Source: an optimization exercise on an open RTL-to-GDS flow (aim: small area, a short achievable clock period and few clock cycles per item). Production flows keep margins and buffers that such runs may drop.
Power figures rest on the tool's default switching activity, not on a simulated workload.

==> run H <==
==> flow/design.v (excerpt) <==
module bitmap_block_allocator_top #(
  parameter int TOTAL_BLOCKS = 1024
) (
  input  logic                clk_i,
  input  logic                rst_ni,
  input  logic                cfg_we_i,
  input  logic [bba_pkg::BlockIdW-1:0] cfg_wdata_i,
  input  logic                in_valid_i,
  output logic                in_ready_o,
  input  logic [bba_pkg::BlockIdW:0]   in_data_i,
  output logic                out_valid_o,
  input  logic                out_ready_i,
  output logic [bba_pkg::GrantW+1:0]   out_data_o
);
  localparam int BlockIdW = bba_pkg::BlockIdW;
  logic [BlockIdW-1:0] data_start_q;
  bba_pkg::cmd_t       front_cmd;
  bba_pkg::cmd_t       q_cmd;
  logic                q_valid, room, clr_busy;
  always_ff @(posedge clk_i or negedge rst_ni) begin
    if (!rst_ni) begin
      data_start_q <= '0;
    end else if (cfg_we_i) begin
      data_start_q <= cfg_wdata_i;
    end
  end
  bba_front #(
    .TOTAL_BLOCKS(TOTAL_BLOCKS)
  ) u_front (
    .data_start_i(data_start_q),
    .in_data_i   (in_data_i),
    .cmd_o       (front_cmd)
  );
  bba_cmd_fifo u_fifo (
    .clk_i       (clk_i),
    .rst_ni      (rst_ni),
    .hold_i      (clr_busy),
    .room_i      (room),
    .push_valid_i(in_valid_i),
    .push_ready_o(in_ready_o),
    .push_data_i (front_cmd),
    .pop_valid_o (q_valid),
    .pop_data_o  (q_cmd)
  );
  bba_back u_back (
    .clk_i       (clk_i),
    .rst_ni      (rst_ni),
    .data_start_i(data_start_q),
    .cmd_valid_i (q_valid),
    .cmd_i       (q_cmd),
    .room_o      (room),
    .clr_busy_o  (clr_busy),
    .out_valid_o (out_valid_o),
    .out_ready_i (out_ready_i),
    .out_data_o  (out_data_o)
  );
endmodule
clock: 8.5 ns
lec_check: 0
cap_margin: 20
core_margin: 2
core_utilization: 40
place_density: 0.6
slew_margin: 20
run.sh (not shown) runs the stock make flow with config.mk's settings and CLKGATE_MAP_FILE= SYNTH_SCRIPT=/design/flow/synth_recipe.tcl, a recipe that flattens the netlist after the stock synthesis.
==> run B: changes against run H <==
--- a/flow/design.v
+++ b/flow/design.v
@@ -19,16 +19,15 @@
   } in_t;
   typedef struct packed {
     logic [GrantW-1:0] granted_block;
     logic [1:0]        status;
   } out_t;
   typedef struct packed {
     cmd_kind_e           kind;
-    logic [31:0]         word_oh;
-    logic [BitIdxW-1:0]  bit_idx;
+    logic [BlockIdW-2:0] offset;
   } cmd_t;
 endpackage
 module bba_front #(
   parameter int TOTAL_BLOCKS = 1024
 ) (
   input  logic [bba_pkg::BlockIdW-1:0] data_start_i,
   input  bba_pkg::in_t                 in_data_i,
@@ -39,18 +38,15 @@
   localparam int CmpW = (LimW > BlockIdW) ? LimW : BlockIdW;
   logic                in_range;
   logic [BlockIdW-1:0] offset;
   assign in_range = (in_data_i.block_id >= data_start_i) &&
                     (CmpW'(in_data_i.block_id) < CmpW'(TOTAL_BLOCKS));
   assign offset   = in_data_i.block_id - data_start_i;
   always_comb begin
-    for (int i = 0; i < 32; i++) begin
-      cmd_o.word_oh[i] = (offset[9:5] == 5'(i));
-    end
-    cmd_o.bit_idx = offset[4:0];
+    cmd_o.offset = offset[BlockIdW-2:0];
     if (in_data_i.func == bba_pkg::FUNC_ALLOC) begin
       cmd_o.kind = bba_pkg::CMD_ALLOC;
     end else if (in_range) begin
       cmd_o.kind = bba_pkg::CMD_FREE;
     end else begin
       cmd_o.kind = bba_pkg::CMD_REJECT;
     end
@@ -89,17 +85,17 @@
     end
   end
 endmodule
 module bba_back (
   input  logic                         clk_i,
   input  logic                         rst_ni,
   input  logic [bba_pkg::BlockIdW-1:0] data_start_i,
-  input  logic                         cmd_valid_i,
-  input  bba_pkg::cmd_t                cmd_i,
-  output logic                         room_o,
+  input  logic                         new_valid_i,
+  input  bba_pkg::cmd_t                new_cmd_i,
+  output logic                         take_o,
   output logic                         clr_busy_o,
   output logic                         out_valid_o,
   input  logic                         out_ready_i,
   output logic [bba_pkg::GrantW+1:0]   out_data_o
 );
   localparam int GrantW  = bba_pkg::GrantW;
   localparam int WordW   = bba_pkg::WordW;
@@ -111,25 +107,37 @@
     logic [NWords-1:0] below;
     below = '0;
     for (int i = 1; i < NWords; i++) begin
       below[i] = below[i-1] | v[i-1];
     end
     lowest_one = v & ~below;
   endfunction
+  function automatic logic at_most_one(input logic [31:0] v);
+    logic [31:0] any, many;
+    any  = v;
+    many = '0;
+    for (int w = 1; w < 32; w = w * 2) begin
+      for (int i = 0; i + w < 32; i = i + 2 * w) begin
+        many[i] = many[i] | many[i+w] | (any[i] & any[i+w]);
+        any[i]  = any[i] | any[i+w];
+      end
+    end
+    at_most_one = !many[0];
+  endfunction
   function automatic logic [WW-1:0] enc32(input logic [31:0] oh);
     logic [WW-1:0] r;
     r = '0;
     for (int i = 0; i < 32; i++) begin
       if (oh[i]) r = r | WW'(i);
     end
     enc32 = r;
   endfunction
   logic [NWords*WordW-1:0] mem_q;
   logic [NWords-1:0]       full_q, full_d;
-  logic [NWords-1:0]       first_q, first_d;
+  logic [NWords-1:0]       first_d;
   logic                    clr_q;
   logic [NWords-1:0]  wvalid, lastw;
   logic [WordW-1:0]   bmask;
   logic [WW-1:0]      lw_idx;
   logic [BitIdxW-1:0] lb_idx;
   assign lw_idx = ~data_start_i[9:5];
   assign lb_idx = ~data_start_i[4:0];
@@ -138,72 +146,103 @@
       wvalid[i] = !data_start_i[10] && (WW'(i) <= lw_idx);
       lastw[i]  = !data_start_i[10] && (WW'(i) == lw_idx);
     end
     for (int i = 0; i < WordW; i++) begin
       bmask[i] = (BitIdxW'(i) <= lb_idx);
     end
   end
-  logic                 go, is_alloc, is_free;
-  logic [NWords-1:0]    sel, we;
+  logic                 go, room, load, is_alloc, is_free;
+  logic                 cmd_v_q;
+  bba_pkg::cmd_kind_e   kind_q;
+  logic [BitIdxW-1:0]   fb_q;
+  logic [NWords-1:0]    sel_q, sel_d, we, new_fw_oh;
   logic [WordW-1:0]     fb_oh;
   logic [WordW-1:0]     rdata, rmask, zero_oh, wdata, wdata_op;
-  logic                 any_first, is_last, hit, word_full;
-  logic [NWords-1:0]    avail, second;
-  assign is_alloc = (cmd_i.kind == bba_pkg::CMD_ALLOC);
-  assign is_free  = (cmd_i.kind == bba_pkg::CMD_FREE);
+  logic                 any_first, is_last, is_last_q, is_last_d, hit, word_full;
+  logic [NWords-1:0]    avail, pe_keep, pe_next;
+  assign is_alloc = (kind_q == bba_pkg::CMD_ALLOC);
+  assign is_free  = (kind_q == bba_pkg::CMD_FREE);
+  assign go       = cmd_v_q && room;
+  assign take_o   = !clr_q && (!cmd_v_q || room);
+  assign load     = new_valid_i && take_o;
   always_comb begin
     for (int i = 0; i < WordW; i++) begin
-      fb_oh[i] = (cmd_i.bit_idx == BitIdxW'(i));
+      fb_oh[i] = (fb_q == BitIdxW'(i));
+    end
+    for (int i = 0; i < NWords; i++) begin
+      new_fw_oh[i] = (new_cmd_i.offset[9:5] == WW'(i));
+    end
+  end
+  logic              use_first, fill;
+  logic [NWords-1:0] sel_other, sel_fill, sel_keep;
+  always_comb begin
+    if (load) begin
+      use_first = (new_cmd_i.kind == bba_pkg::CMD_ALLOC);
+      sel_other = (new_cmd_i.kind == bba_pkg::CMD_FREE) ? new_fw_oh : '0;
+    end else begin
+      use_first = is_alloc;
+      sel_other = is_alloc ? '0 : sel_q;
     end
   end
-  assign sel = is_alloc ? first_q : cmd_i.word_oh;
+  assign fill     = go && is_alloc && word_full;
+  assign sel_fill = ({NWords{use_first}} & pe_next) | sel_other;
+  assign sel_keep = ({NWords{use_first}} & pe_keep) | sel_other;
+  assign sel_d    = fill ? sel_fill : sel_keep;
+  always_ff @(posedge clk_i or negedge rst_ni) begin
+    if (!rst_ni) begin
+      cmd_v_q <= 1'b0;
+    end else if (load) begin
+      cmd_v_q <= 1'b1;
+    end else if (go) begin
+      cmd_v_q <= 1'b0;
+    end
+  end
+  always_ff @(posedge clk_i) begin
+    if (load) begin
+      kind_q <= new_cmd_i.kind;
+      fb_q   <= new_cmd_i.offset[4:0];
+    end
+    sel_q     <= sel_d;
+    is_last_q <= is_last_d;
+  end
   always_comb begin
     rdata = '0;
     for (int i = 0; i < NWords; i++) begin
-      rdata = rdata | (mem_q[i*WordW +: WordW] & {WordW{sel[i]}});
+      rdata = rdata | (mem_q[i*WordW +: WordW] & {WordW{sel_q[i]}});
     end
   end
-  assign any_first = |first_q;
-  assign is_last   = |(first_q & lastw);
+  assign any_first = |sel_q;
+  assign is_last   = is_last_q;
   assign rmask     = rdata | (is_last ? ~bmask : '0);
   assign zero_oh   = lowest_one(~rmask);
   assign hit       = any_first && !(&rmask);
   assign wdata_op  = is_alloc ? (rdata | zero_oh) : (rdata & ~fb_oh);
-  assign word_full = &(rdata | zero_oh);
+  assign word_full = hit && at_most_one(~rdata);
   always_comb begin
     for (int i = 0; i < NWords; i++) begin
-      we[i] = clr_q ||
-              (go && is_alloc && hit && first_q[i]) ||
-              (go && is_free && cmd_i.word_oh[i]);
+      we[i] = clr_q || (go && sel_q[i]);
     end
   end
-  assign wdata = clr_q ? '0 : wdata_op;
+  assign wdata = wdata_op & {WordW{!clr_q}};
   always_comb begin
     for (int i = 0; i < NWords; i++) begin
       full_d[i] = we[i] ? (!clr_q && is_alloc && word_full) : full_q[i];
     end
   end
-  assign avail  = ~full_q & wvalid;
-  assign second = lowest_one(avail & ~first_q);
-  always_comb begin
-    first_d = first_q;
-    if (!go) begin
-      first_d = lowest_one(avail);
-    end else if (is_alloc) begin
-      if (hit && word_full) first_d = second;
-    end else if (is_free) begin
-      first_d = lowest_one(first_q | cmd_i.word_oh);
-    end
-  end
+  assign avail   = ~full_q & wvalid;
+  assign pe_keep = lowest_one(avail | ((go && is_free) ? sel_q : '0));
+  assign pe_next = lowest_one(avail & ~sel_q);
+  assign first_d = fill ? pe_next : pe_keep;
+  assign is_last_d = fill ? |(pe_next & lastw) :
+                                                     |(pe_keep & lastw);
   always_ff @(posedge clk_i) begin
     for (int i = 0; i < NWords; i++) begin
       if (we[i]) mem_q[i*WordW +: WordW] <= wdata;
     end
     full_q  <= full_d;
-    first_q <= first_d;
   end
   always_ff @(posedge clk_i or negedge rst_ni) begin
     if (!rst_ni) begin
       clr_q <= 1'b1;
     end else begin
       clr_q <= 1'b0;
     end
@@ -217,28 +256,27 @@
   logic [RespW-1:0] resp;
   logic [GrantW-1:0] grant;
   logic [1:0]       cnt_q, cnt_d;
   logic [RespW-1:0] head_q, tail_q;
   logic             push, pop;
   assign push   = res_v_q && (cnt_q != 2'd2);
   assign pop    = (cnt_q != 2'd0) && out_ready_i;
-  assign room_o = !clr_q && (!res_v_q || (cnt_q != 2'd2));
-  assign go     = cmd_valid_i && room_o;
+  assign room   = !clr_q && (!res_v_q || (cnt_q != 2'd2));
   always_ff @(posedge clk_i or negedge rst_ni) begin
     if (!rst_ni) begin
       res_v_q <= 1'b0;
     end else if (go) begin
       res_v_q <= 1'b1;
     end else if (push) begin
       res_v_q <= 1'b0;
     end
   end
   always_ff @(posedge clk_i) begin
     if (go) begin
-      res_w_q <= enc32(first_q);
+      res_w_q <= enc32(sel_q);
       res_b_q <= enc32(zero_oh);
       res_g_q <= is_alloc && hit;
       if (is_alloc) begin
         res_st_q <= hit ? bba_pkg::ST_OK : bba_pkg::ST_NO_FREE;
       end else if (is_free) begin
         res_st_q <= bba_pkg::ST_OK;
       end else begin
@@ -288,15 +326,15 @@
   input  logic                out_ready_i,
   output logic [bba_pkg::GrantW+1:0]   out_data_o
 );
   localparam int BlockIdW = bba_pkg::BlockIdW;
   logic [BlockIdW-1:0] data_start_q;
   bba_pkg::cmd_t       front_cmd;
   bba_pkg::cmd_t       q_cmd;
-  logic                q_valid, room, clr_busy;
+  logic                q_valid, take, clr_busy;
   always_ff @(posedge clk_i or negedge rst_ni) begin
     if (!rst_ni) begin
       data_start_q <= '0;
     end else if (cfg_we_i) begin
       data_start_q <= cfg_wdata_i;
     end
   end
@@ -307,27 +345,27 @@
     .in_data_i   (in_data_i),
     .cmd_o       (front_cmd)
   );
   bba_cmd_fifo u_fifo (
     .clk_i       (clk_i),
     .rst_ni      (rst_ni),
     .hold_i      (clr_busy),
-    .room_i      (room),
+    .room_i      (take),
     .push_valid_i(in_valid_i),
     .push_ready_o(in_ready_o),
     .push_data_i (front_cmd),
     .pop_valid_o (q_valid),
     .pop_data_o  (q_cmd)
   );
   bba_back u_back (
     .clk_i       (clk_i),
     .rst_ni      (rst_ni),
     .data_start_i(data_start_q),
-    .cmd_valid_i (q_valid),
-    .cmd_i       (q_cmd),
-    .room_o      (room),
+    .new_valid_i (q_valid),
+    .new_cmd_i   (q_cmd),
+    .take_o      (take),
     .clr_busy_o  (clr_busy),
     .out_valid_o (out_valid_o),
     .out_ready_i (out_ready_i),
     .out_data_o  (out_data_o)
   );
 endmodule
- CTS_BUF_LIST: unset -> sky130_fd_sc_hd__clkbuf_4 sky130_fd_sc_hd__clkbuf_8
- CTS_CLUSTER_DIAMETER: unset -> 50
- CTS_CLUSTER_SIZE: unset -> 14
- SETUP_SLACK_MARGIN: unset -> 5.0
==> run C: changes against run H <==
--- a/flow/design.v
+++ b/flow/design.v
@@ -56,50 +56,50 @@
     end
   end
 endmodule
 module bba_cmd_fifo (
   input  logic clk_i,
   input  logic rst_ni,
   input  logic hold_i,         
-  input  logic room_i,         
+  input  logic pop_ready_i,    
   input  logic push_valid_i,
   output logic push_ready_o,
-  input  bba_pkg::cmd_t push_data_i,
+  input  bba_pkg::in_t  push_data_i,
   output logic pop_valid_o,
-  output bba_pkg::cmd_t pop_data_o
+  output bba_pkg::in_t  pop_data_o
 );
-  bba_pkg::cmd_t                ent_q;
-  logic                         vld_q;
-  logic                         push;
-  assign push_ready_o = !hold_i && (!vld_q || room_i);
+  bba_pkg::in_t ent_q;
+  logic         vld_q;
+  logic         push;
+  assign push_ready_o = !hold_i && (!vld_q || pop_ready_i);
   assign push         = push_valid_i && push_ready_o;
   assign pop_valid_o  = vld_q;
   assign pop_data_o   = ent_q;
   always_ff @(posedge clk_i or negedge rst_ni) begin
     if (!rst_ni) begin
       vld_q <= 1'b0;
     end else if (push) begin
       vld_q <= 1'b1;
-    end else if (room_i) begin
+    end else if (pop_ready_i) begin
       vld_q <= 1'b0;
     end
   end
   always_ff @(posedge clk_i) begin
     if (push) begin
       ent_q <= push_data_i;
     end
   end
 endmodule
 module bba_back (
   input  logic                         clk_i,
   input  logic                         rst_ni,
   input  logic [bba_pkg::BlockIdW-1:0] data_start_i,
-  input  logic                         cmd_valid_i,
-  input  bba_pkg::cmd_t                cmd_i,
-  output logic                         room_o,
+  input  logic                         new_valid_i,
+  input  bba_pkg::cmd_t                new_cmd_i,
+  output logic                         take_o,
   output logic                         clr_busy_o,
   output logic                         out_valid_o,
   input  logic                         out_ready_i,
   output logic [bba_pkg::GrantW+1:0]   out_data_o
 );
   localparam int GrantW  = bba_pkg::GrantW;
   localparam int WordW   = bba_pkg::WordW;
@@ -138,66 +138,90 @@
       wvalid[i] = !data_start_i[10] && (WW'(i) <= lw_idx);
       lastw[i]  = !data_start_i[10] && (WW'(i) == lw_idx);
     end
     for (int i = 0; i < WordW; i++) begin
       bmask[i] = (BitIdxW'(i) <= lb_idx);
     end
   end
-  logic                 go, is_alloc, is_free;
-  logic [NWords-1:0]    sel, we;
+  logic                 go, room, load, is_alloc, is_free;
+  logic                 cmd_v_q;
+  bba_pkg::cmd_kind_e   kind_q;
+  logic [BitIdxW-1:0]   fb_q;
+  logic [NWords-1:0]    sel_q, sel_d, we;
   logic [WordW-1:0]     fb_oh;
   logic [WordW-1:0]     rdata, rmask, zero_oh, wdata, wdata_op;
   logic                 any_first, is_last, hit, word_full;
-  logic [NWords-1:0]    avail, second;
-  assign is_alloc = (cmd_i.kind == bba_pkg::CMD_ALLOC);
-  assign is_free  = (cmd_i.kind == bba_pkg::CMD_FREE);
+  logic [NWords-1:0]    avail, pe_keep, pe_next;
+  assign is_alloc = (kind_q == bba_pkg::CMD_ALLOC);
+  assign is_free  = (kind_q == bba_pkg::CMD_FREE);
+  assign go       = cmd_v_q && room;
+  assign take_o   = !clr_q && (!cmd_v_q || room);
+  assign load     = new_valid_i && take_o;
   always_comb begin
     for (int i = 0; i < WordW; i++) begin
-      fb_oh[i] = (cmd_i.bit_idx == BitIdxW'(i));
+      fb_oh[i] = (fb_q == BitIdxW'(i));
     end
   end
-  assign sel = is_alloc ? first_q : cmd_i.word_oh;
+  always_comb begin
+    if (load) begin
+      if (new_cmd_i.kind == bba_pkg::CMD_ALLOC) begin
+        sel_d = first_d;
+      end else if (new_cmd_i.kind == bba_pkg::CMD_FREE) begin
+        sel_d = new_cmd_i.word_oh;
+      end else begin
+        sel_d = '0;
+      end
+    end else begin
+      sel_d = is_alloc ? first_d : sel_q;
+    end
+  end
+  always_ff @(posedge clk_i or negedge rst_ni) begin
+    if (!rst_ni) begin
+      cmd_v_q <= 1'b0;
+    end else if (load) begin
+      cmd_v_q <= 1'b1;
+    end else if (go) begin
+      cmd_v_q <= 1'b0;
+    end
+  end
+  always_ff @(posedge clk_i) begin
+    if (load) begin
+      kind_q <= new_cmd_i.kind;
+      fb_q   <= new_cmd_i.bit_idx;
+    end
+    sel_q <= sel_d;
+  end
   always_comb begin
     rdata = '0;
     for (int i = 0; i < NWords; i++) begin
-      rdata = rdata | (mem_q[i*WordW +: WordW] & {WordW{sel[i]}});
+      rdata = rdata | (mem_q[i*WordW +: WordW] & {WordW{sel_q[i]}});
     end
   end
   assign any_first = |first_q;
   assign is_last   = |(first_q & lastw);
   assign rmask     = rdata | (is_last ? ~bmask : '0);
   assign zero_oh   = lowest_one(~rmask);
   assign hit       = any_first && !(&rmask);
   assign wdata_op  = is_alloc ? (rdata | zero_oh) : (rdata & ~fb_oh);
   assign word_full = &(rdata | zero_oh);
   always_comb begin
     for (int i = 0; i < NWords; i++) begin
-      we[i] = clr_q ||
-              (go && is_alloc && hit && first_q[i]) ||
-              (go && is_free && cmd_i.word_oh[i]);
+      we[i] = clr_q || (go && sel_q[i]);
     end
   end
-  assign wdata = clr_q ? '0 : wdata_op;
+  assign wdata = wdata_op & {WordW{!clr_q}};
   always_comb begin
     for (int i = 0; i < NWords; i++) begin
       full_d[i] = we[i] ? (!clr_q && is_alloc && word_full) : full_q[i];
     end
   end
-  assign avail  = ~full_q & wvalid;
-  assign second = lowest_one(avail & ~first_q);
-  always_comb begin
-    first_d = first_q;
-    if (!go) begin
-      first_d = lowest_one(avail);
-    end else if (is_alloc) begin
-      if (hit && word_full) first_d = second;
-    end else if (is_free) begin
-      first_d = lowest_one(first_q | cmd_i.word_oh);
-    end
-  end
+  assign avail   = ~full_q & wvalid;
+  assign pe_keep = lowest_one(avail | ((go && is_free) ? sel_q : '0));
+  assign pe_next = lowest_one(avail & ~first_q);
+  assign first_d = (go && is_alloc && word_full) ? pe_next : pe_keep;
   always_ff @(posedge clk_i) begin
     for (int i = 0; i < NWords; i++) begin
       if (we[i]) mem_q[i*WordW +: WordW] <= wdata;
     end
     full_q  <= full_d;
     first_q <= first_d;
   end
@@ -217,16 +241,15 @@
   logic [RespW-1:0] resp;
   logic [GrantW-1:0] grant;
   logic [1:0]       cnt_q, cnt_d;
   logic [RespW-1:0] head_q, tail_q;
   logic             push, pop;
   assign push   = res_v_q && (cnt_q != 2'd2);
   assign pop    = (cnt_q != 2'd0) && out_ready_i;
-  assign room_o = !clr_q && (!res_v_q || (cnt_q != 2'd2));
-  assign go     = cmd_valid_i && room_o;
+  assign room   = !clr_q && (!res_v_q || (cnt_q != 2'd2));
   always_ff @(posedge clk_i or negedge rst_ni) begin
     if (!rst_ni) begin
       res_v_q <= 1'b0;
     end else if (go) begin
       res_v_q <= 1'b1;
     end else if (push) begin
       res_v_q <= 1'b0;
@@ -286,48 +309,48 @@
   input  logic [bba_pkg::BlockIdW:0]   in_data_i,
   output logic                out_valid_o,
   input  logic                out_ready_i,
   output logic [bba_pkg::GrantW+1:0]   out_data_o
 );
   localparam int BlockIdW = bba_pkg::BlockIdW;
   logic [BlockIdW-1:0] data_start_q;
+  bba_pkg::in_t        q_req;
   bba_pkg::cmd_t       front_cmd;
-  bba_pkg::cmd_t       q_cmd;
-  logic                q_valid, room, clr_busy;
+  logic                q_valid, take, clr_busy;
   always_ff @(posedge clk_i or negedge rst_ni) begin
     if (!rst_ni) begin
       data_start_q <= '0;
     end else if (cfg_we_i) begin
       data_start_q <= cfg_wdata_i;
     end
   end
-  bba_front #(
-    .TOTAL_BLOCKS(TOTAL_BLOCKS)
-  ) u_front (
-    .data_start_i(data_start_q),
-    .in_data_i   (in_data_i),
-    .cmd_o       (front_cmd)
-  );
   bba_cmd_fifo u_fifo (
     .clk_i       (clk_i),
     .rst_ni      (rst_ni),
     .hold_i      (clr_busy),
-    .room_i      (room),
+    .pop_ready_i (take),
     .push_valid_i(in_valid_i),
     .push_ready_o(in_ready_o),
-    .push_data_i (front_cmd),
+    .push_data_i (in_data_i),
     .pop_valid_o (q_valid),
-    .pop_data_o  (q_cmd)
+    .pop_data_o  (q_req)
+  );
+  bba_front #(
+    .TOTAL_BLOCKS(TOTAL_BLOCKS)
+  ) u_front (
+    .data_start_i(data_start_q),
+    .in_data_i   (q_req),
+    .cmd_o       (front_cmd)
   );
   bba_back u_back (
     .clk_i       (clk_i),
     .rst_ni      (rst_ni),
     .data_start_i(data_start_q),
-    .cmd_valid_i (q_valid),
-    .cmd_i       (q_cmd),
-    .room_o      (room),
+    .new_valid_i (q_valid),
+    .new_cmd_i   (front_cmd),
+    .take_o      (take),
     .clr_busy_o  (clr_busy),
     .out_valid_o (out_valid_o),
     .out_ready_i (out_ready_i),
     .out_data_o  (out_data_o)
   );
 endmodule
- CORE_UTILIZATION: 40 -> 30
- CTS_BUF_LIST: unset -> sky130_fd_sc_hd__clkbuf_4 sky130_fd_sc_hd__clkbuf_8
- PLACE_DENSITY: 0.6 -> 0.55
- SETUP_SLACK_MARGIN: unset -> 4.0
==> summary.txt <==
status timing/DRC/antenna clean; number of synthesized register bits 1180; initial antenna violation count 6; syn nets 3709; leakage 0.01933 uW; post-synthesis cell area 50150 um^2; Non-CTS buffers 233; Fill cells 10790; Clock Latency Late Sink 790 ps; Initial Util 0.4040; Total Routed Length 209.1 mm; Final Non-Filler Cells 5518; multiplexer area fraction after synthesis 0.005239; multi-input logic area 14220 um^2; FFs w/ async S/R, synth 0.01356; Finished Cell Area 57810 um^2; Critical Path Most Common Cell buf_4
-- figures above: run H

==> summary.txt <==
syn nets 3215; number of synthesized register bits 1162; Final Non-Filler Cells 5193; multi-input logic area 13580 um^2; initial antenna violation count 4; multiplexer area fraction after synthesis 0.005028; largest registers u_back.mem_q: 1024 flops, u_back.full_q: 32 flops, u_back.sel_q: 32 flops; multi-input gates 1767; Total Routed Length 201.8 mm; Non-CTS buffers 496; Initial Util 0.4020; sequential power share 0.558; Worst Setup EP u_back.res_b_q[2]$_SDFFCE_PP1P_; status timing/DRC/antenna clean; leakage 0.02035 uW; Final GP Congestion 0.9992; post-synthesis cell area 47280 um^2; Finished Cell Area 58730 um^2; Clock Latency Late Sink 860 ps; Largest Register u_back.mem_q
-- figures above: run B

==> summary.txt <==
Initial Util 0.3021; Non-CTS buffers 264; leakage 0.01943 uW; Finished Cell Area 56650 um^2; Critical Path Most Common Cell nand3_1; initial antenna violation count 4; Clock Latency Late Sink 960 ps; status timing/DRC/antenna clean; row count 146; post-synthesis cell area 47850 um^2; multiplexer area fraction after synthesis 0.01117; number of synthesized register bits 1193; multi-input logic area 12010 um^2; FFs w/ async S/R, synth 0.01425
-- figures above: run C

No run of this note included a check of the RTL's function; only the layout flow was run.

static timing again, ports no longer ideal:
The flow's constraints put no driver on any port. The routed layouts listed below were extracted and timed again, unchanged, in two steps. Step 1 (the two cells are an assumption about what drives the block):
set clk [get_ports {clk_i}]
set_driving_cell -lib_cell sky130_fd_sc_hd__clkbuf_16 $clk
set_driving_cell -lib_cell sky130_fd_sc_hd__buf_2 [delete_from_list [all_inputs] $clk]
Step 2 adds t to the input delays and takes it off the output delays; t is the mean of the earliest and latest rising clock arrival at the registers after step 1. Input paths then give back, and output paths get back, about the clock's delay inside the block. Three values: ideal, step 1, step 2; two values: the first two.
run	shift t [ns]	setup WS [ns]	worst hold slack (ns)	worst register clock-pin slew, ns	pins driven straight from the clock port
run H	0.825	0.879 / 0.879 / 0.879	0.450 / 0.450 / 0.450	0.07 / 0.07	1
run B	0.897	4.721 / 4.721 / 4.288	0.430 / 0.430 / 0.430	0.10 / 0.10	1
run C	0.996	3.368 / 3.368 / 3.368	0.467 / 0.467 / 0.467	0.08 / 0.08	1
After both steps every run listed still meets setup and hold. For run B, which loses most, drivers alone change the setup slack by 0.000 ns; drivers and shift together by -0.433 ns.
